Background: an optimization exercise with open tools, aiming at a short achievable clock period and few clock cycles. Do not read the settings as production practice.
RTL that was checked went through simulation tests only; none was proved equivalent to the original.
No functional check of the RTL was part of run 4.
In every run shown here, the design's own scripts or RTL, not TritonCTS, make the clock network.
No driver is modelled on the clock port, so clock power and skew are understated where the tree is cut down; a real chip needs a root buffer or a tree.
Power and IR drop assume default switching activity.

## flow/design.v

```verilog
`timescale 1ns/1ps
package out_ctrl_pkg;
    typedef logic [24-1:0] pixel_t;
    typedef logic [4*4*24-1:0] tile_t;
    typedef logic [4*24-1:0] tile_row_t;
    typedef logic [32-1:0] axi_word_t;
    typedef logic [31:0]           axi_addr_t;
    typedef logic [7:0] tile_cnt_t;
    typedef enum logic [2:0] {
        S_IDLE  = 3'd0,
        S_PASS  = 3'd1,
        S_STORE = 3'd2,
        S_WRITE = 3'd3,
        S_NEXT  = 3'd4
    } seq_state_t;
endpackage
`timescale 1ns/1ps
module out_ctrl_top (
    input  logic                     aclk,
    input  logic                     aresetn,
    input  logic                     start,
    input  logic [31:0]              dst_addr,
    input  logic [383:0]             result,
    input  logic                     result_valid,
    output logic                     busy,
    output logic                     finish_irq,
    output logic [31:0]              m_axi_awaddr,
    output logic                     m_axi_awvalid,
    input  logic                     m_axi_awready,
    output logic [7:0]               m_axi_awlen,
    output logic [31:0]              m_axi_wdata,
    output logic [3:0]               m_axi_wstrb,
    output logic                     m_axi_wlast,
    output logic                     m_axi_wvalid,
    input  logic                     m_axi_wready
);
    assign m_axi_awlen = 8'(3 - 1);
    assign m_axi_wstrb = 4'hF;
    logic         start_q;
    logic         nbusy;         
    logic         busy_i;        
    logic         running;       
    logic         in_pass;       
    logic         in_store;      
    logic [3:0]   pass_cnt;
    logic [2:0]   tiles_in;
    logic         frame_start;
    logic         take;
    logic         take_tile;
    logic         fin_now;
    assign frame_start = start && !start_q && !running;
    assign busy        = !nbusy;
    assign take        = result_valid && !busy_i;
    assign take_tile   = take && in_store;
    logic [383:0] slot;
    logic         slot_full;
    logic [3:0]   rw;            
    logic [11:0]  rw_oh;         
    logic [2:0]   tiles_out;     
    logic         wv_n;
    logic [31:0]  wcur;
    logic         wl_cur;
    logic         wfin;          
    logic         ld;
    logic         slot_last;
    logic         w_hs;
    assign w_hs      = !wv_n && m_axi_wready;
    assign ld        = (wv_n || m_axi_wready) && (slot_full || take_tile);
    assign slot_last = (rw == 4'd11);
    logic         in_pass_n;
    logic         in_store_n;
    logic         slot_full_n;
    always_comb begin
        in_pass_n  = in_pass;
        in_store_n = in_store;
        if (frame_start) begin
            in_pass_n = 1'b1;
        end else if (in_pass && take && pass_cnt == 4'd15) begin
            in_pass_n  = 1'b0;
            in_store_n = 1'b1;
        end else if (take_tile && tiles_in == 3'd7) begin
            in_store_n = 1'b0;
        end
        slot_full_n = slot_full;
        if (take_tile) begin
            slot_full_n = 1'b1;
        end else if (ld && slot_last) begin
            slot_full_n = 1'b0;
        end
    end
    always_ff @(posedge aclk or negedge aresetn) begin
        if (!aresetn) begin
            start_q   <= 1'b0;
            running   <= 1'b0;
            in_pass   <= 1'b0;
            in_store  <= 1'b0;
            pass_cnt  <= '0;
            tiles_in  <= '0;
            nbusy     <= 1'b0;
            busy_i    <= 1'b1;
            slot_full <= 1'b0;
            rw        <= '0;
            rw_oh     <= 12'd1;
            tiles_out <= '0;
        end else begin
            start_q  <= start;
            if (frame_start) begin
                running <= 1'b1;
            end else if (fin_now) begin
                running <= 1'b0;
            end
            in_pass  <= in_pass_n;
            in_store <= in_store_n;
            nbusy    <= in_pass_n || (in_store_n && !slot_full_n);
            busy_i   <= !(in_pass_n || (in_store_n && !slot_full_n));
            if (frame_start) begin
                pass_cnt <= '0;
            end else if (in_pass && take) begin
                pass_cnt <= pass_cnt + 1'b1;
            end
            if (frame_start) begin
                tiles_in <= '0;
            end else if (take_tile) begin
                tiles_in <= tiles_in + 1'b1;
            end
            slot_full <= slot_full_n;
            if (ld && slot_full) begin
                rw    <= slot_last ? 4'd0 : rw + 1'b1;
                rw_oh <= {rw_oh[10:0], rw_oh[11]};
                if (slot_last) begin
                    tiles_out <= tiles_out + 1'b1;
                end
            end else if (ld) begin
                rw    <= 4'd1;
                rw_oh <= 12'd2;
            end
        end
    end
    always_ff @(posedge aclk) begin
        if (!slot_full) begin
            slot <= result;
        end
    end
    logic [31:0] slot_word;
    always_comb begin
        slot_word = '0;
        for (int k = 0; k < 12; k++) begin
            slot_word = slot_word | ({32{rw_oh[k]}} & slot[32*k +: 32]);
        end
    end
    logic [31:0] w_word;
    logic        w_last;
    assign w_word = slot_full ? slot_word : result[31:0];
    assign w_last = slot_full && (rw == 4'd2 || rw == 4'd5 || rw == 4'd8 || rw == 4'd11);
    always_ff @(posedge aclk or negedge aresetn) begin
        if (!aresetn) begin
            m_axi_wvalid <= 1'b0;
            wv_n         <= 1'b1;
            wl_cur       <= 1'b0;
            wfin         <= 1'b0;
            wcur         <= '0;
        end else begin
            m_axi_wvalid <= ld || (!wv_n && !m_axi_wready);
            if (ld) begin
                wv_n         <= 1'b0;
                wl_cur       <= w_last;
                wfin         <= slot_full && slot_last && (tiles_out == 3'd7);
                wcur         <= w_word;
            end else if (w_hs) begin
                wv_n         <= 1'b1;
            end
        end
    end
    always_ff @(posedge aclk) begin
        m_axi_wdata <= ld ? w_word : wcur;
        m_axi_wlast <= ld ? w_last : wl_cur;
    end
    logic [31:0] base;
    logic [22:0] base_hi_p1;
    logic        fs_q;
    logic        aw_act;
    logic [4:0]  aw_idx;
    logic        s1_v;
    logic        s1_fin;
    logic [6:0]  s1_off;
    logic        s2_v;
    logic        s2_fin;
    logic [7:0]  s2_lo;
    logic        aw_fin;
    logic        awv_n;          
    logic [31:0] acur;           
    logic [31:0] a_next;
    logic        ld_aw;
    logic        ld_s1;
    logic        ld_s2;
    logic [6:0]  aw_off4;
    always_ff @(posedge aclk) begin
        if (frame_start) begin
            base <= dst_addr;
        end
        base_hi_p1 <= base[31:9] + 1'b1;
    end
    always_comb begin
        case (aw_idx)
            5'd0: aw_off4 = 7'd0;
            5'd1: aw_off4 = 7'd12;
            5'd2: aw_off4 = 7'd24;
            5'd3: aw_off4 = 7'd36;
            5'd4: aw_off4 = 7'd3;
            5'd5: aw_off4 = 7'd15;
            5'd6: aw_off4 = 7'd27;
            5'd7: aw_off4 = 7'd39;
            5'd8: aw_off4 = 7'd6;
            5'd9: aw_off4 = 7'd18;
            5'd10: aw_off4 = 7'd30;
            5'd11: aw_off4 = 7'd42;
            5'd12: aw_off4 = 7'd9;
            5'd13: aw_off4 = 7'd21;
            5'd14: aw_off4 = 7'd33;
            5'd15: aw_off4 = 7'd45;
            5'd16: aw_off4 = 7'd48;
            5'd17: aw_off4 = 7'd60;
            5'd18: aw_off4 = 7'd72;
            5'd19: aw_off4 = 7'd84;
            5'd20: aw_off4 = 7'd51;
            5'd21: aw_off4 = 7'd63;
            5'd22: aw_off4 = 7'd75;
            5'd23: aw_off4 = 7'd87;
            5'd24: aw_off4 = 7'd54;
            5'd25: aw_off4 = 7'd66;
            5'd26: aw_off4 = 7'd78;
            5'd27: aw_off4 = 7'd90;
            5'd28: aw_off4 = 7'd57;
            5'd29: aw_off4 = 7'd69;
            5'd30: aw_off4 = 7'd81;
            default: aw_off4 = 7'd93;
        endcase
    end
    logic [7:0] s2_sum;
    always_comb begin
        logic [6:0] g, p, gg, pp;
        g  = base[8:2] & s1_off;
        p  = base[8:2] ^ s1_off;
        gg = g;
        pp = p;
        for (int d = 1; d < 7; d = d * 2) begin
            for (int i = 6; i >= d; i--) begin
                gg[i] = gg[i] | (pp[i] & gg[i-d]);
                pp[i] = pp[i] & pp[i-d];
            end
        end
        s2_sum = {gg[6], p ^ {gg[5:0], 1'b0}};
    end
    assign ld_aw  = s2_v && (awv_n || m_axi_awready);
    assign a_next = {s2_lo[7] ? base_hi_p1 : base[31:9], s2_lo[6:0], base[1:0]};
    assign ld_s2 = s1_v && (!s2_v || ld_aw);
    assign ld_s1 = aw_act && (!s1_v || ld_s2);
    always_ff @(posedge aclk or negedge aresetn) begin
        if (!aresetn) begin
            fs_q          <= 1'b0;
            aw_act        <= 1'b0;
            aw_idx        <= '0;
            s1_v          <= 1'b0;
            s1_fin        <= 1'b0;
            s1_off        <= '0;
            s2_v          <= 1'b0;
            s2_fin        <= 1'b0;
            s2_lo         <= '0;
            aw_fin        <= 1'b0;
            m_axi_awvalid <= 1'b0;
            awv_n         <= 1'b1;
            acur          <= '0;
        end else begin
            fs_q <= frame_start;
            if (fs_q) begin
                aw_act <= 1'b1;
            end else if (ld_s1 && aw_idx == 5'd31) begin
                aw_act <= 1'b0;
            end
            if (ld_s1) begin
                aw_idx <= aw_idx + 1'b1;
                s1_v   <= 1'b1;
                s1_fin <= (aw_idx == 5'd31);
                s1_off <= aw_off4;
            end else if (ld_s2) begin
                s1_v   <= 1'b0;
            end
            if (ld_s2) begin
                s2_v   <= 1'b1;
                s2_fin <= s1_fin;
                s2_lo  <= s2_sum;
            end else if (ld_aw) begin
                s2_v   <= 1'b0;
            end
            m_axi_awvalid <= ld_aw || (!awv_n && !m_axi_awready);
            if (ld_aw) begin
                aw_fin        <= s2_fin;
                awv_n         <= 1'b0;
                acur          <= a_next;
            end else if (m_axi_awready) begin
                awv_n         <= 1'b1;
            end
        end
    end
    always_ff @(posedge aclk) begin
        m_axi_awaddr <= ld_aw ? a_next : acur;
    end
    logic       aw_done;
    logic       w_done;
    logic       aw_fin_hs;
    logic       w_fin_hs;
    logic [2:0] irq_cnt;         
    logic [2:0] irq_cnt_n;
    assign aw_fin_hs = !awv_n && m_axi_awready && aw_fin;
    assign w_fin_hs  = w_hs && wfin;
    assign fin_now   = (aw_done || aw_fin_hs) && (w_done || w_fin_hs);
    assign irq_cnt_n = fin_now ? 3'd4 : (irq_cnt == 3'd0 ? 3'd0 : irq_cnt - 1'b1);
    always_ff @(posedge aclk or negedge aresetn) begin
        if (!aresetn) begin
            aw_done    <= 1'b0;
            w_done     <= 1'b0;
            finish_irq <= 1'b0;
            irq_cnt    <= '0;
        end else begin
            if (fin_now) begin
                aw_done <= 1'b0;
                w_done  <= 1'b0;
            end else begin
                if (aw_fin_hs) aw_done <= 1'b1;
                if (w_fin_hs)  w_done  <= 1'b1;
            end
            irq_cnt    <= irq_cnt_n;
            finish_irq <= (irq_cnt_n != 3'd0);
        end
    end
endmodule
```

## flow/flow/run.sh

```bash
#!/bin/bash
# Standard ORFS layout with three changes: the clock tree is built by
# pre_cts.tcl, the port buffers are buf_4 instead of the smallest buffer, and
# timing repair may change a cell's footprint (MATCH_CELL_FOOTPRINT=0).
# Each tool's full output stays in orfs/logs; make's own output in make.log.
set -euo pipefail
HERE=$(cd "$(dirname "${BASH_SOURCE[0]}")" && pwd)
export PRE_CTS_TCL="$HERE/pre_cts.tcl"
export MATCH_CELL_FOOTPRINT=0
export BUFFER_PORTS_ARGS="-buffer_cell sky130_fd_sc_hd__buf_4"
bash ./standard.sh MATCH_CELL_FOOTPRINT=0 "BUFFER_PORTS_ARGS=-buffer_cell sky130_fd_sc_hd__buf_4" finish > make.log 2>&1
```

## flow/flow/pre_cts.tcl

```tcl
# Sourced by ORFS's cts.tcl before it runs clock_tree_synthesis (PRE_CTS_TCL).
# Replaces TritonCTS's tree with a balanced two-level tree: buf_16 roots,
# buf_12 leaves (see tree.tcl); the rest of the CTS step (legalisation, timing repair) is
# ORFS's own.
source [file join [file dirname [info script]] tree.tcl]

proc clock_tree_synthesis {args} {
  # 2x2 root buffers, each driving 2x4 leaf buffers of about 20 flip-flops
  build_clock_tree aclk 2 2 2 4 sky130_fd_sc_hd__buf_12 sky130_fd_sc_hd__buf_16
  set_propagated_clock [all_clocks]
}
```

## flow/flow/tree.tcl

```tcl
# Balanced two-level clock tree, built in place of TritonCTS (bufname for the
# leaves, rootname, if given, for the roots).
# The clock port drives NROOT root buffers; each root drives a group of leaf
# buffers; each leaf drives a cluster of flip-flop clock pins. Clusters come
# from splitting the sinks into equal-count tiles by x, then by y, so every
# leaf has about the same load and every sink the same number of buffers.

proc tree_split {items key n} {
  # split items (lists {iterm x y}) into n groups of near-equal size along key (1 = x, 2 = y)
  set sorted [lsort -real -index $key $items]
  set len [llength $sorted]
  set groups {}
  for {set i 0} {$i < $n} {incr i} {
    set a [expr {($i * $len) / $n}]
    set b [expr {(($i + 1) * $len) / $n - 1}]
    lappend groups [lrange $sorted $a $b]
  }
  return $groups
}

proc tree_centroid {items} {
  set sx 0.0
  set sy 0.0
  foreach it $items {
    set sx [expr {$sx + [lindex $it 1]}]
    set sy [expr {$sy + [lindex $it 2]}]
  }
  set n [llength $items]
  return [list [expr {int($sx / $n)}] [expr {int($sy / $n)}]]
}

proc tree_buffer {block master name x y in_net out_net} {
  set inst [odb::dbInst_create $block $master $name]
  $inst setLocation $x $y
  $inst setPlacementStatus PLACED
  [$inst findITerm A] connect $in_net
  [$inst findITerm X] connect $out_net
  return $inst
}

proc build_clock_tree {clk_port nroot_x nroot_y nleaf_x nleaf_y bufname {rootname ""}} {
  set db [ord::get_db]
  set block [ord::get_db_block]
  set master [$db findMaster $bufname]
  if {$rootname eq ""} { set rootname $bufname }
  set rmaster [$db findMaster $rootname]
  set clk_net [[$block findBTerm $clk_port] getNet]

  set sinks {}
  foreach it [$clk_net getITerms] {
    set xy [$it getAvgXY]
    if {[lindex $xy 0] == 0} {
      set loc [[$it getInst] getLocation]
      set xy [list 1 [lindex $loc 0] [lindex $loc 1]]
    }
    lappend sinks [list $it [lindex $xy 1] [lindex $xy 2]]
  }
  puts "clock tree: [llength $sinks] sinks on [$clk_net getName]"

  set r 0
  set l 0
  foreach rcol [tree_split $sinks 1 $nroot_x] {
    foreach rgrp [tree_split $rcol 2 $nroot_y] {
      set rnet [odb::dbNet_create $block "clknet_root_$r"]
      $rnet setSigType CLOCK
      set rc [tree_centroid $rgrp]
      set leaves {}
      foreach lcol [tree_split $rgrp 1 $nleaf_x] {
        foreach lgrp [tree_split $lcol 2 $nleaf_y] {
          set lnet [odb::dbNet_create $block "clknet_leaf_$l"]
          $lnet setSigType CLOCK
          foreach s $lgrp {
            set it [lindex $s 0]
            $it disconnect
            $it connect $lnet
          }
          set lc [tree_centroid $lgrp]
          tree_buffer $block $master "clkbuf_leaf_$l" [lindex $lc 0] [lindex $lc 1] $rnet $lnet
          incr l
        }
      }
      tree_buffer $block $rmaster "clkbuf_root_$r" [lindex $rc 0] [lindex $rc 1] $clk_net $rnet
      incr r
    }
  }
  puts "clock tree: $r root and $l leaf buffers"
}
```

## flow/standard.sh

```bash
#!/bin/bash
# synth_recipe.tcl (not shown) runs the flow's synth.tcl, then flattens the netlist and writes it again
# the make line also repeats each setting of config.mk as NAME=value (left out here)
make -C /OpenROAD-flow-scripts/flow DESIGN_CONFIG=/design/flow/config.mk WORK_HOME=/design/flow/orfs CLKGATE_MAP_FILE= SYNTH_SCRIPT=/design/flow/synth_recipe.tcl "${@:-finish}"
```

## flow/config.mk

```make
export PLATFORM = sky130hd
export DESIGN_NAME = out_ctrl_top
export DESIGN_NICKNAME = out_ctrl_top
export VERILOG_FILES = /design/flow/design.v
export SDC_FILE = /design/flow/constraint.sdc
export NUM_CORES = 4
export LEC_CHECK = 0
export ABC_CLOCK_PERIOD_IN_PS = 1500
export CAP_MARGIN = 20
export CORE_MARGIN = 2
export CORE_UTILIZATION = 55
export SETUP_SLACK_MARGIN = 3.2
export SLEW_MARGIN = 20
```

## flow/constraint.sdc

```tcl
create_clock -name core_clock -period 5.0 [get_ports {aclk}]
set_input_delay 1.0000 -clock core_clock [delete_from_list [all_inputs] [get_ports {aclk}]]
set_output_delay 1.0000 -clock core_clock [all_outputs]
set_load 0.01 [all_outputs]
```

==> results of run 1 <==
==> cells in the mapped netlist, drive strengths merged (2+ instances only) <==
cell type,count
edfxtp,416
dfrtp,132
a22oi,128
nand2,123
dfxtp,88
o21ai,77
clkbuf,64
nand3,47
nand4,41
o22ai,34
a222oi,32
buf,31
ha,28
mux2i,27
nor2,26
inv,25
xnor2,22
mux2,16
a22o,12
xor2,11
a21oi,9
a21o,7
a211oi,5
dfstp,4
and2,3
and3,3
and3b,3
and4,3
nand2b,3
nor2b,3
o21a,3
a31oi,2
conb,2
nand3b,2
nor3b,2
nor4,2
o21bai,2
o31a,2
==> registers in the layout, indices dropped and copies added (netlist names), 3 cells and up <==
register,count
m_axi_wdata,32
pass_cnt,4
acur,32
tiles_out,3
wcur,32
rw,4
slot,384
aw_idx,5
base,32
tiles_in,3
s1_off,7
rw_oh,12
m_axi_awaddr,32
s2_lo,8
irq_cnt,3
base_hi_p1,23
==> worst max-delay path: cells and delay by family (launching register included) <==
kind,cells,cell delay [ns]
buf+inv,2,0.18
flops,1,0.38
==> logic make-up after synthesis <==
family	Yosys count
mux	44
buf+inv	120
simple gates	266
compound gates	322
fa+ha+maj	29
other cells	2
xor+xnor	33
flops	640
==> power groups by stage <==
stage	logic, W	registers (W)	clock network (W)
global route	0.00380	0.00764	0.00295
finish	0.00351	0.00754	0.00274
detailed placement	0.00279	0.00771	0
global placement	0.00269	0.00767	0
floorplan	0.00174	0.00761	0
CTS	0.00329	0.00751	0.00278
==> through the flow <==
| step | cells | setup TNS [ns] |
|---|---|---|
| 2_1_floorplan | 1466 | -701.44 |
| 3_3_place_gp | 2403 | 0 |
| 3_5_place_dp | 2403 | 0 |
| 4_1_cts | 2467 | 0 |
| 5_1_grt | 2491 | 0 |
| 6_report | 2497 | 0 |
==> metal layers <==
layer | up-vias | part of all wire (%)
met5 | - | 0.20
met4 | 18 | 4.3
met3 | 143 | 8.3
met2 | 600 | 50
met1 | 7085 | 37
li1 | 6542 | -
==> cell type report <==
| class | instances | area [um^2] | share of cell area [%] |
|---|---|---|---|
| diodes | 23 | 57.6 | 0.200 |
| well taps | 532 | 666 | 2.31 |
| plain buffers | 36 | 751 | 2.60 |
| inverters | 25 | 97.6 | 0.338 |
| multi-input cells | 706 | 5030 | 17.4 |
| repair buffers | 535 | 4510 | 15.7 |
| flip-flops and latches | 640 | 17700 | 61.5 |
==> how the worst max path moves through the flow <==
stage	end	from	slack, ns	cells after the start
after floorplan	slot[0]	slot_full	-1.83	4
after global placement	aw_idx[3]	m_axi_awready	2.35	5
after detailed placement	wcur[18]	result_valid	2.25	5
after CTS	busy	nbusy	3.10	2
after global routing	busy	nbusy	3.08	2
final	busy	nbusy	3.12	2
==> timing repair <==
action,CTS,global route
pin swaps,7,13
gates cloned,8,6
resized for setup,61,96
buffers inserted,20,1
setup endpoints to repair,608,110
==> summary.txt, run 1 <==
status timing/DRC/antenna clean; Peak VDD IR 0.000284 V; global-route wire length before repair 92,000 um; Gate power share 25.4%; Critical Path AT 0.88 ns; final wirelength 64,500 um; number of remaining DRC errors 0; FP Rows 74; M1 GR Usage 34.9%; met3 Resource Use GR 7.76%; sw power 0.00403 W; Worst-path clk slew 0.08 ns; Tot GR Track Use 28.9%; hold buffer count at cts 0; hold slack 0.469 ns; share of cells above drive strength 1 35.2%; met2 Use GR 49.1%; Synth Area in Adders 1.62%; Final Util 70.5%; Area Growth Syn to Fin 25.9%; Fmax 531 MHz; initial antenna violation count 32; Die W 208 um; Synth Register Bits 640; Pre-Repair DR Iteration Count 8; skew final 0.0142 ns; Die H 208 um; final worst-path cycle share 37.6%; Reg power frac 54.7%; fin. max-slew vios 0; Reg-to-Reg Start s1_off[0]; top cell type's share of synthesized area 54.5%; Placeable Area 0.0409 mm^2; Vias/cell 5.76; Cell Area, Synth 0.0229 mm^2; busiest grt layer met2; hpwl dp 40,700 um; PD cells 478 mW/mm^2; Synth Area in Compound Gates 9.90%; worst setup margin 3.12 ns; post-route cell area 0.0288 mm^2; Final Hold Viols 0; placed inst area 0.0271 mm^2; RR Endpoint s2_lo[6]; worst min path class reg -> reg; Critical Path Sink Type output pin; EDFF count, synth 416; P_int 0.00976 W; sequential area share after synthesis 77.1%; post-synthesis simple-gate area fraction 5.67%; IO Pins 503; Pleak 11.7 nW; R2R Setup Slk 3.14 ns; multiplexer share of the synthesized area 2.07%; Worst Max-Slew Pin Slew 0.637 ns; Crit path largest cell delay 0.38 ns; asr flop ratio synth 21.3%; vias post-DR 14,388; Die ar. 0.0433 mm^2; final net count 2,395; Pwr Total 0.0138 W; XOR/XNOR share of the synthesized area 1.26%; maxcap violations 0; Hold EP aw_act; Synth Flop Type edfxtp_1; Critical Path Source Type flop; slew margin rel. 57.5%; Clock power frac 19.9%; synth warn 1; critical path type reg -> out; post-synthesis instance total 1,456; Sw Ratio 29.2%; largest family of logic cells by synthesized area compound AO/OA/AOI/OAI gates; FILL cells 2,807; Routed WL per cell 25.8 um; Tmin final 1.88 ns; latest clock arrival within the worst-skew pair 0.32 ns; Starting Density 56.0%; grt ovf 0; RSZ-0062 raised after global routing true; gp weighted congestion 0.838; FF-to-FF path depth 7; critical path data required time 4.00 ns; crit-path cells inv_2 -> buf_6; initial DRC count 1,118; port buffer count 490; CP max-delay cell dfrtp_1; Final Setup Violations 0; post-route ant nets 0; number of global-route vias before repair 14,774; mean post-synth cell area 15.7 um^2; largest net degree at the start of global routing 103; highest-count cells in the layout ignoring fill and taps 485 x buf_4, 416 x edfxtp_1, 128 x a22oi_1; post-synthesis cell type count 62; most common cell after layout, fill and taps aside buf_4; DP Worst Slack 2.25 ns; Synth area leaders edfxtp_1 55%, dfrtp_1 14%, dfxtp_1 7.7%, a22oi_1 4.2%, nand2_1 2.0%; HP Start fs_q; hold path cells 1; largest fanout on the critical path 1; post-synth top area cell edfxtp_1
Testbench counts, summed over its fixed seeds: cycles 24,592.
==> run 2: changes to the inputs <==
--- a/flow/config.mk
+++ b/flow/config.mk
@@ -8,6 +8,6 @@
 export ABC_CLOCK_PERIOD_IN_PS = 1500
 export CAP_MARGIN = 20
 export CORE_MARGIN = 2
-export CORE_UTILIZATION = 55
+export CORE_UTILIZATION = 40
 export SETUP_SLACK_MARGIN = 3.2
 export SLEW_MARGIN = 20
==> run 2 against run 1 <==
Compared with the run above:
- combinational power grew 5%
- critical path type unchanged
- still clean on timing, DRC and antenna
- sequential power shrank 1%
- first-iteration DRC count shrank 8.4%
- largest power group unchanged
==> summary.txt, run 2 <==
status timing/DRC/antenna clean; Final Setup Violations 0 (unchanged); latest clock arrival within the worst-skew pair 0.33 ns (about the same); post-synth top area cell edfxtp_1; met2 Use GR 37.6% (-12 points); vias post-DR 14,443 (+0.38%); grt ovf 0 (unchanged); M1 GR Usage 27.5% (-7.3 points); Vias/cell 5.28 (-8.4%); Worst Max-Slew Pin Slew 0.686 ns (+0.0496 ns); Top reg by flops slot; most common cell after layout, fill and taps aside buf_4; Routed WL per cell 25.2 um (-2.6%); EDFF count, synth 416 (unchanged); Critical Path AT 0.89 ns (about the same); Reg-to-Reg Start s1_off[0]; critical path type reg -> out; final net count 2,425 (+1.3%); skew final 0.0126 ns (-0.00165 ns); Die W 243 um (+17%); met3 Resource Use GR 5.25% (-2.5 points); highest-count cells in the layout ignoring fill and taps 480 x buf_4, 416 x edfxtp_1, 127 x a22oi_1; Placeable Area 0.0565 mm^2 (+38%); Tmin final 1.89 ns (+0.00376 ns); hold path cells 1 (unchanged); final worst-path cycle share 37.7% (+0.075 points); Peak VDD IR 0.000251 V (-11%); maxcap violations 0 (unchanged); Starting Density 40.5% (-15 points); placed inst area 0.0274 mm^2 (+1.2%); Fmax 530 MHz (-0.20%); HP Start fs_q; FILL cells 4,729 (+68%); final wirelength 68,800 um (+6.7%); post-route ant nets 0 (unchanged); RR Endpoint s2_lo[6]; Worst-path clk slew 0.08 ns (about the same); post-synthesis instance total 1,456 (unchanged); RSZ-0062 raised after global routing true; max FFs per register 384 (unchanged); post-synthesis cell type count 62 (unchanged); post-route cell area 0.0295 mm^2 (+2.3%); top cell type's share of synthesized area 54.5% (unchanged); sequential area share after synthesis 77.1% (unchanged); synth warn 1 (unchanged); Pleak 11.9 nW (+1.8%); critical path data required time 4.00 ns (about the same); Pre-Repair DR Iteration Count 7 (-1); hold buffer count at cts 0 (unchanged); R2R Setup Slk 3.18 ns (+0.04 ns); Pwr Total 0.0139 W (+0.95%); largest net degree at the start of global routing 71 (-31%); Die H 243 um (+17%); Area Growth Syn to Fin 28.8%; gp weighted congestion 0.791 (-5.6%); PD cells 472 mW/mm^2 (-1.3%); Post-synth top cells 416 x edfxtp_1, 132 x dfrtp_1, 128 x a22oi_1; FF-to-FF path depth 7 (unchanged); busiest grt layer met2; share of cells above drive strength 1 35.8% (+0.58 points); Synth Register Bits 640 (unchanged); largest fanout on the critical path 1 (unchanged); slew margin rel. 54.2% (-3.3 points); Die ar. 0.0592 mm^2 (+37%); FP Rows 87 (+18%); Cell Area, Synth 0.0229 mm^2 (unchanged); worst min path class reg -> reg; Hold EP aw_act; setup TNS 0 ns (unchanged); IO Pins 503 (unchanged); initial antenna violation count 13 (-59%); asr flop ratio synth 21.3% (unchanged); number of remaining DRC errors 0 (unchanged); hpwl dp 43,000 um (+5.7%); number of global-route vias before repair 14,686 (-0.60%); Tot GR Track Use 21.6% (-7.2 points); cell with the most instances after synthesis edfxtp_1; global-route wire length before repair 95,400 um (+3.6%); Synth area leaders edfxtp_1 55%, dfrtp_1 14%, dfxtp_1 7.7%, a22oi_1 4.2%, nand2_1 2.0%; mean post-synth cell area 15.7 um^2 (unchanged); port buffer count 490 (unchanged); Final Hold Viols 0 (unchanged); Synth Flop Type edfxtp_1; Critical Path Sink Type output pin; initial DRC count 1,024 (-8.4%); Critical Path Source Type flop; fin. max-slew vios 0 (unchanged)
[run 2: changes by cell type in the layout (fill, tap and decap cells not counted), sizes merged]
cell and change:
o22ai +1, diode -15, buf +28, clkbuf +1
[run 2: layout make-up]
cell class / instances / area (um^2) / area share (%)
diodes: 8 / 20.0 / 0.0679
plain buffers: 36 / 751 / 2.55
inverters: 25 / 100 / 0.339
multi-input cells: 707 / 4990 / 16.9
flip-flops and latches: 640 / 17700 / 60.2
well taps: 756 / 946 / 3.21
repair buffers: 564 / 4940 / 16.8
[run 2: metal layers]
metal | routed length, um | part of all wire, %
met3 | 5430 | 7.9
met1 | 27000 | 39
met5 | 70 | 0.10
met4 | 1690 | 2.4
met2 | 34600 | 50
[run 2: worst max-delay path by stage]
stage	from	end	cells after the start
final	nbusy	busy	2
after global routing	nbusy	busy	2
after CTS	nbusy	busy	2
after detailed placement	result_valid	wcur[8]	5
after global placement	result_valid	wcur[11]	5
after floorplan	slot_full	slot[0]	4
[run 2: what timing repair did]
item | 4_1_cts | 5_1_grt
pin swaps | 6 | 14
cloned | 7 | 9
setup buffers | 25 | 18
gates resized for setup | 77 | 102
setup endpoints to repair | 593 | 449
[run 2: cell families after synthesis]
family	Yosys count	synth area share, %
xor+xnor	33	1.26
fa+ha+maj	29	1.62
mux	44	2.07
compound gates	322	9.90
flops	640	77.1
simple gates	266	5.67
buf+inv	120	2.33
other cells	2	0.0328
[run 2: stage by stage]
step                      util, %  std cells  setup WS (ns)  hold WS (ns)
after floorplan                 -       1466          -1.83         0.404
after global placement       48.5       2633           1.90         0.425
after detailed placement     48.5       2633           1.82         0.420
after CTS                    50.9       2701           3.09         0.452
after global routing         52.2       2735           3.06         0.469
final                        52.2       2736           3.11         0.448
[run 2: power by group]
group	total, W	internal (W)	switching (W)
clock	0.00277	0.00118	0.00159
combinational	0.00369	0.00171	0.00198
sequential	0.00746	0.00697	0.000499
[run 2: critical path: stages, from the launching register on]
cell     delay (ns)
dfrtp_1        0.39
inv_2          0.08
buf_6          0.10
==> run 3: changes to the inputs <==
--- a/flow/flow/pre_cts.tcl
+++ b/flow/flow/pre_cts.tcl
@@ -5,7 +5,7 @@
 source [file join [file dirname [info script]] tree.tcl]
 
 proc clock_tree_synthesis {args} {
-  # 2x2 root buffers, each driving 2x4 leaf buffers of about 20 flip-flops
-  build_clock_tree aclk 2 2 2 4 sky130_fd_sc_hd__buf_12 sky130_fd_sc_hd__buf_16
+  # 2x2 root buffers, each driving 2x3 leaf buffers of about 26 flip-flops
+  build_clock_tree aclk 2 2 2 3 sky130_fd_sc_hd__buf_12 sky130_fd_sc_hd__buf_16
   set_propagated_clock [all_clocks]
 }
==> run 3 against run 2 <==
Compared with the run above:
- worst setup slack lost 0.0070 ns
- largest power group unchanged
- register-to-register slack about the same
- wire length shrank 0.26%
- first-iteration DRC count is 10% higher
- critical path depth unchanged
- largest cell class unchanged
- clock skew up 0.0044 ns
- critical path type unchanged
- still clean on timing, DRC and antenna
- global-route usage down 0.12 points
==> summary.txt, run 3 <==
status timing/DRC/antenna clean; Pre-Repair DR Iteration Count 6 (-1); max FFs per register 384 (unchanged); global-route wire length before repair 94,900 um (-0.51%); worst setup margin 3.11 ns (-0.00699 ns); worst min path class reg -> reg; PD cells 465 mW/mm^2 (-1.5%); Synth Register Bits 640 (unchanged); cell with the most instances after synthesis edfxtp_1; CP max-delay cell dfrtp_1; post-synthesis cell type count 62 (unchanged); placed inst area 0.0274 mm^2 (unchanged); critical path data required time 4.00 ns (about the same); crit-path cells inv_2 -> buf_6; Critical Path Sink Type output pin; final net count 2,415 (-0.41%); largest net degree at the start of global routing 71 (unchanged); most common cell after layout, fill and taps aside buf_4; Peak VDD IR 0.000266 V (+5.8%); latest clock arrival within the worst-skew pair 0.32 ns (about the same); share of cells above drive strength 1 35.8% (about the same); post-route ant nets 0 (unchanged); Die ar. 0.0592 mm^2 (unchanged); Crit path largest cell delay 0.40 ns (about the same); initial DRC count 1,130 (+10%); mean post-synth cell area 15.7 um^2 (unchanged); post-synthesis instance total 1,456 (unchanged); Die W 243 um (unchanged); hold buffer count at cts 0 (unchanged); Pleak 11.7 nW (-1.0%); Placed Cells 2,633 (unchanged); Final Setup Violations 0 (unchanged); number of global-route vias before repair 14,681 (-0.034%); asr flop ratio synth 21.3% (unchanged); Area Growth Syn to Fin 27.7%; vias post-DR 14,427 (-0.11%); sequential area share after synthesis 77.1% (unchanged); initial antenna violation count 11 (-2); EDFF count, synth 416 (unchanged); Routed WL per cell 25.2 um (+0.17%); final worst-path cycle share 37.8% (+0.14 points); Vias/cell 5.30 (+0.33%); Placeable Area 0.0565 mm^2 (unchanged); Post-synth top cells 416 x edfxtp_1, 132 x dfrtp_1, 128 x a22oi_1; gp weighted congestion 0.791 (unchanged); skew final 0.0170 ns (+0.00438 ns); Tmin final 1.89 ns (+0.00699 ns); final wirelength 68,600 um (-0.26%); slew margin rel. 54.6% (+0.36 points); Die H 243 um (unchanged); Starting Density 40.5% (unchanged); busiest grt layer met2; Top reg by flops slot; grt ovf 0 (unchanged); largest fanout on the critical path 1 (unchanged); DP Worst Slack 1.82 ns (unchanged); met2 Use GR 37.7% (+0.15 points); Critical Path Source Type flop; Worst-path clk slew 0.11 ns (+0.03 ns); IO Pins 503 (unchanged); FP Rows 87 (unchanged); hold slack 0.454 ns (+0.00541 ns); maxcap violations 0 (unchanged); number of remaining DRC errors 0 (unchanged); Synth area leaders edfxtp_1 55%, dfrtp_1 14%, dfxtp_1 7.7%, a22oi_1 4.2%, nand2_1 2.0%; Critical Path AT 0.89 ns (about the same); RSZ-0062 raised after global routing true; worst path bufs/invs 2 (unchanged); M1 GR Usage 27.3% (-0.20 points); hpwl dp 43,000 um (unchanged); port buffer count 490 (unchanged); Final Hold Viols 0 (unchanged); top cell type's share of synthesized area 54.5% (unchanged); Tot GR Track Use 21.5% (-0.12 points); fin cells 2,724 (-0.44%); Final Util 51.8% (-0.44 points); Worst Max-Slew Pin Slew 0.681 ns (-0.00545 ns); post-synth top area cell edfxtp_1; post-route cell area 0.0292 mm^2 (-0.84%); synth warn 1 (unchanged); Cell Area, Synth 0.0229 mm^2 (unchanged); met3 Resource Use GR 5.21% (-0.044 points); Fmax 528 MHz (-0.37%); fin. max-slew vios 0 (unchanged); Synth Flop Type edfxtp_1; critical path type reg -> out; CP top delay family flip-flops; highest-count cells in the layout ignoring fill and taps 481 x buf_4, 416 x edfxtp_1, 127 x a22oi_1
run 3: repair_timing:
action / CTS / global route
pin swaps: 5 / 17
cloned: 4 / 11
gates resized for setup: 67 / 113
buffers inserted: 25 / 17
setup endpoints to repair: 598 / 444
run 3: layout make-up:
class                      count  area, um^2
tap                          756         946
sequential                   640       17700
antenna                        6        15.0
buffer                        28         591
inverter                      25         100
timing repair buffer         562        4840
fill                        4742       27200
multi-input combinational    707        5000
run 3: worst paths after layout:
kind                                start         to  slack, ns  cells after the start
worst min register to register       fs_q     aw_act       0.45                      1
max in group asynchronous         aresetn  aw_idx[1]       3.46                      2
worst min-delay path                 fs_q     aw_act       0.45                      1
min in group asynchronous         aresetn   acur[31]       0.65                      1
worst max register to register  s1_off[0]   s2_lo[6]       3.18                      7
worst max-delay path                nbusy       busy       3.11                      2
run 3: cells by family (layout without fill, tap and decap cells):
logic type / Yosys count / in the layout / share of synthesized area [%]
simple gates: 266 / 266 / 5.67
fa+ha+maj: 29 / 29 / 1.62
compound gates: 322 / 323 / 9.90
other cells: 2 / 18 / 0.0328
buf+inv: 120 / 615 / 2.33
xor+xnor: 33 / 33 / 1.26
flops: 640 / 640 / 77.1
mux: 44 / 44 / 2.07
run 3: through the flow:
step / total power [W] / TNS (ns)
6_report: 0.0136 / 0
5_1_grt: 0.0143 / 0
4_1_cts: 0.0133 / 0
3_5_place_dp: 0.0106 / 0
3_3_place_gp: 0.0105 / 0
2_1_floorplan: 0.00935 / -701.44
run 3: worst reg2reg max path: cells and delay by family (launching register included):
| kind | cells | cell delay [ns] |
|---|---|---|
| compound gates | 1 | 0.27 |
| buf+inv | 1 | 0.07 |
| fa+ha+maj | 2 | 0.40 |
| simple gates | 3 | 0.62 |
| flops | 1 | 0.41 |
run 3: routing by layer:
| layer | part of all wire, % | wire (um) |
|---|---|---|
| met5 | 0.098 | 67 |
| met1 | 39 | 26800 |
| met3 | 8.5 | 5850 |
| met4 | 2.5 | 1680 |
| met2 | 50 | 34300 |
run 3: where the power goes:
part           internal [W]  leakage [nW]  switching, W
sequential          0.00696          6.74      0.000504
clock              0.000939         0.276       0.00152
combinational       0.00169          4.73       0.00198
==> run 4: changes to the inputs <==
--- a/flow/design.v
+++ b/flow/design.v
@@ -55,7 +55,6 @@
     logic [383:0] slot;
     logic         slot_full;
     logic [3:0]   rw;            
-    logic [11:0]  rw_oh;         
     logic [2:0]   tiles_out;     
     logic         wv_n;
     logic [31:0]  wcur;
@@ -100,7 +99,6 @@
             busy_i    <= 1'b1;
             slot_full <= 1'b0;
             rw        <= '0;
-            rw_oh     <= 12'd1;
             tiles_out <= '0;
         end else begin
             start_q  <= start;
@@ -126,31 +124,24 @@
             slot_full <= slot_full_n;
             if (ld && slot_full) begin
                 rw    <= slot_last ? 4'd0 : rw + 1'b1;
-                rw_oh <= {rw_oh[10:0], rw_oh[11]};
                 if (slot_last) begin
                     tiles_out <= tiles_out + 1'b1;
                 end
             end else if (ld) begin
                 rw    <= 4'd1;
-                rw_oh <= 12'd2;
             end
         end
     end
     always_ff @(posedge aclk) begin
         if (!slot_full) begin
-            slot <= result;
-        end
-    end
-    logic [31:0] slot_word;
-    always_comb begin
-        slot_word = '0;
-        for (int k = 0; k < 12; k++) begin
-            slot_word = slot_word | ({32{rw_oh[k]}} & slot[32*k +: 32]);
+            slot <= ld ? {32'd0, result[383:32]} : result;
+        end else if (ld) begin
+            slot <= {32'd0, slot[383:32]};
         end
     end
     logic [31:0] w_word;
     logic        w_last;
-    assign w_word = slot_full ? slot_word : result[31:0];
+    assign w_word = slot_full ? slot[31:0] : result[31:0];
     assign w_last = slot_full && (rw == 4'd2 || rw == 4'd5 || rw == 4'd8 || rw == 4'd11);
     always_ff @(posedge aclk or negedge aresetn) begin
         if (!aresetn) begin
--- a/flow/flow/pre_cts.tcl
+++ b/flow/flow/pre_cts.tcl
@@ -5,7 +5,7 @@
 source [file join [file dirname [info script]] tree.tcl]
 
 proc clock_tree_synthesis {args} {
-  # 2x2 root buffers, each driving 2x3 leaf buffers of about 26 flip-flops
-  build_clock_tree aclk 2 2 2 3 sky130_fd_sc_hd__buf_12 sky130_fd_sc_hd__buf_16
+  # 2x2 root buffers, each driving 2x4 leaf buffers of about 20 flip-flops
+  build_clock_tree aclk 2 2 2 4 sky130_fd_sc_hd__buf_12 sky130_fd_sc_hd__buf_16
   set_propagated_clock [all_clocks]
 }
==> run 4 against run 3 <==
Compared with the run above:
- still clean
- sequential power increased by 28%
- synthesized cell count is 60% higher
- via count grew 35%
- power is 65% higher
- clock power rose by 14%
- area after synthesis up 24%
- clock skew about the same
- design area grew 24%
- critical path depth grew 8
- core utilization shrank 0.11 points
- die area grew 23%
- worst setup slack got worse by 0.46 ns
- critical path type is now in -> reg
- critical endpoint is now slot[295]
- largest cell class unchanged
- highest routed layer unchanged
==> summary.txt, run 4 <==
status timing/DRC/antenna clean; HP Start fs_q; number of remaining DRC errors 0 (unchanged); Final Util 51.7% (-0.11 points); Critical Path Sink Type flop; Worst Max-Slew Pin Slew 0.895 ns (+0.214 ns); highest-count cells in the layout ignoring fill and taps 478 x buf_4, 425 x nand2_1, 416 x edfxtp_1; Peak VDD IR 0.000324 V (+22%); Worst-path clk slew 0.09 ns (-0.02 ns); setup TNS 0 ns (unchanged); share of cells above drive strength 1 28.7% (-7.1 points); latest clock arrival within the worst-skew pair 0.34 ns (+0.02 ns); EDFF count, synth 416 (unchanged); grt ovf 0 (unchanged); FF-to-FF path depth 10 (+3); gp weighted congestion 0.833 (+5.3%); RSZ-0062 raised after global routing true; largest fanout on the critical path 6 (+5); Placeable Area 0.0700 mm^2 (+24%); post-synthesis cell type count 57 (-8.1%); fin. max-slew vios 0 (unchanged); Final Hold Viols 0 (unchanged); asr flop ratio synth 19.7% (-1.5 points); Tmin final 2.35 ns (+0.460 ns); max FFs per register 384 (unchanged); Critical Path Source Type input port; Top reg by flops slot; vias post-DR 19,436 (+35%); Crit path largest cell delay 0.22 ns (-0.18 ns); final net count 3,285 (+36%); crit-path cells buf_6 -> and3b_2 -> o22ai_4 -> buf_4 -> buf_12 -> buf_12 -> buf_4 -> buf_6 -> mux2i_1 -> o21ai_1; RR Endpoint wcur[22]; worst min path class reg -> reg; number of global-route vias before repair 18,887 (+29%); cell with the most instances after synthesis nand2_1; slew margin rel. 40.3% (-14 points); worst path bufs/invs 6 (+4); Area Growth Syn to Fin 27.7% (about the same); Post-synth top cells 458 x nand2_1, 416 x edfxtp_1, 412 x mux2i_1; most common cell after layout, fill and taps aside buf_4; initial antenna violation count 21 (+10); Critical Path AT 2.41 ns (+1.52 ns); synth warn 1 (unchanged); Hold EP aw_act; Cell Area, Synth 0.0283 mm^2 (+24%); CP top delay family buffers and inverters; sequential area share after synthesis 61.3% (-16 points); Synth Flop Type edfxtp_1; CP max-delay cell and3b_2; mean post-synth cell area 12.1 um^2 (-23%); Pleak 16.0 nW (+36%); final wirelength 82,300 um (+20%); Die W 270 um (+11%); initial DRC count 1,370 (+21%); R2R Setup Slk 2.83 ns (-0.35 ns); post-synth top area cell edfxtp_1; maxcap violations 0 (unchanged); IO Pins 503 (unchanged); top cell type's share of synthesized area 44.1% (-10 points); Tot GR Track Use 20.8% (-0.71 points); post-synthesis instance total 2,331 (+60%); FP Rows 97 (+11%); final worst-path cycle share 47.0% (+9.2 points); critical path data required time 5.06 ns (+1.06 ns); port buffer count 490 (unchanged); largest net degree at the start of global routing 116 (+63%); PD cells 619 mW/mm^2 (+33%); hold buffer count at cts 0 (unchanged); Pre-Repair DR Iteration Count 7 (+1); critical path type in -> reg; skew final 0.0174 ns (+0.000461 ns); Starting Density 40.4% (-0.096 points); hpwl dp 49,300 um (+15%); hold path cells 1 (unchanged); Reg-to-Reg Start slot_full; Fmax 425 MHz (-20%); Synth area leaders edfxtp_1 44%, mux2i_1 15%, dfrtp_1 11%, o21ai_1 6.2%, dfxtp_1 6.2%; Final Setup Violations 0 (unchanged); Routed WL per cell 21.7 um (-14%); Vias/cell 5.12 (-3.3%); Synth Register Bits 628 (-1.9%); Die ar. 0.0729 mm^2 (+23%); global-route wire length before repair 118,000 um (+24%); post-route ant nets 0 (unchanged); Die H 270 um (+11%)
==> run 4: changes by cell type after synthesis, sizes merged, moves of 30 or more <==
cell	delta
nand4	-33
buf	+42
nand3	-40
a22oi	-127
a222oi	-32
o21ai	+352
mux2i	+385
nand2	+335
and2	+30
o22ai	-31
==> run 4: repair_timing <==
| action | in CTS | in global routing |
|---|---|---|
| pin swaps | 14 | 15 |
| setup buffers | 31 | 14 |
| endpoints found under the hold margin | 0 | 0 |
| resized for setup | 154 | 137 |
| endpoints found under the setup margin | 963 | 887 |
| cloned | 44 | 20 |
==> run 4: per-stage QoR <==
| step | std cells | hold WS (ns) | instance area (um^2) | total power [W] | setup WS, ns |
|---|---|---|---|---|---|
| 6_report | 3794 | 0.419 | 36200 | 0.0224 | 2.65 |
| 2_1_floorplan | 2341 | 0.404 | 28600 | 0.0153 | 2.01 |
| 5_1_grt | 3794 | 0.431 | 36200 | 0.0237 | 2.58 |
| 3_3_place_gp | 3629 | 0.417 | 32500 | 0.0165 | 1.84 |
| 4_1_cts | 3740 | 0.424 | 35000 | 0.0214 | 2.67 |
| 3_5_place_dp | 3629 | 0.415 | 32500 | 0.0168 | 1.78 |
==> run 4: cell type report <==
class | instances | area (um^2)
multi-input cells | 1534 | 10500
fillers | 6143 | 33900
inverters | 19 | 71.3
diodes | 20 | 50.0
repair buffers | 617 | 6220
well taps | 940 | 1180
flip-flops and latches | 628 | 17400
plain buffers | 36 | 751
==> run 4: logic make-up after synthesis <==
group	Yosys count	synth area share (%)
and+or+nand+nor	560	8.11
other	2	0.0265
muxes	430	15.3
xor gates and xnor gates	34	1.05
buffers and inverters	180	4.30
DFF	628	61.3
adders and majority gates	27	1.22
AOI/OAI and AO/OA	470	8.68
==> run 4: worst register-to-register path: cells and delay by family (launching register included) <==
kind	cells	cell delay (ns)
simple gates	1	0.07
buf+inv	7	1.01
flops	1	0.77
compound gates	2	0.21
==> run 4: power breakdown <==
group | switching [W] | internal, W | leakage [nW] | total [W]
clock | 0.00163 | 0.00118 | 0.352 | 0.00281
combinational | 0.00533 | 0.00473 | 9.03 | 0.0101
sequential | 0.000854 | 0.00869 | 6.60 | 0.00955
==> run 4: worst max path at each step <==
stage | start | to | slack, ns | depth (start not counted)
2_1_floorplan | m_axi_wready | slot[0] | 2.01 | 2
3_3_place_gp | result_valid | slot[271] | 1.84 | 7
3_5_place_dp | result_valid | slot[334] | 1.78 | 7
4_1_cts | result_valid | slot[334] | 2.67 | 7
5_1_grt | result_valid | slot[198] | 2.58 | 10
6_report | result_valid | slot[295] | 2.65 | 10
==> run 4: per-layer routing <==
metal  GRT usage (%)  wire [um]
met4            6.30       2140
met2            33.4      39000
met5               0         12
met3            2.05       4190
met1            29.8      36900

port drivers added, routing unchanged:
No port has a modelled driver above. Below, the same layouts with a new extraction and two added sets of constraints.
Step 1, drivers: a clkbuf_16 drives aclk and a buf_2 each remaining input, both assumed.
Step 2 adds t to the input delays and takes it off the output delays; t is the mean of the earliest and latest rising clock arrival at the registers after step 1. Input paths then give back, and output paths get back, about the clock's delay inside the block.
Slacks: ideal / step 1 / step 2; pairs: ideal / step 1.
run | t (ns) | setup WS [ns] | worst hold slack (ns) | worst setup path after step 2 | clock arrival spread, ns
run 1 | 0.454 | 3.118 / 2.981 / 2.779 | 0.469 / 0.469 / 0.469 | input to register | 0.015 / 0.015
run 2 | 0.468 | 3.115 / 2.968 / 2.764 | 0.448 / 0.448 / 0.448 | input to register | 0.018 / 0.019
run 3 | 0.464 | 3.108 / 2.957 / 2.782 | 0.454 / 0.454 / 0.454 | input to register | 0.019 / 0.018
run 4 | 0.474 | 2.648 / 2.737 / 2.263 | 0.419 / 0.419 / 0.419 | input to register | 0.021 / 0.021
After both steps setup and hold are still met in every run listed. For run 4, which loses most, drivers alone change the setup slack by +0.089 ns; drivers and shift together by -0.385 ns.
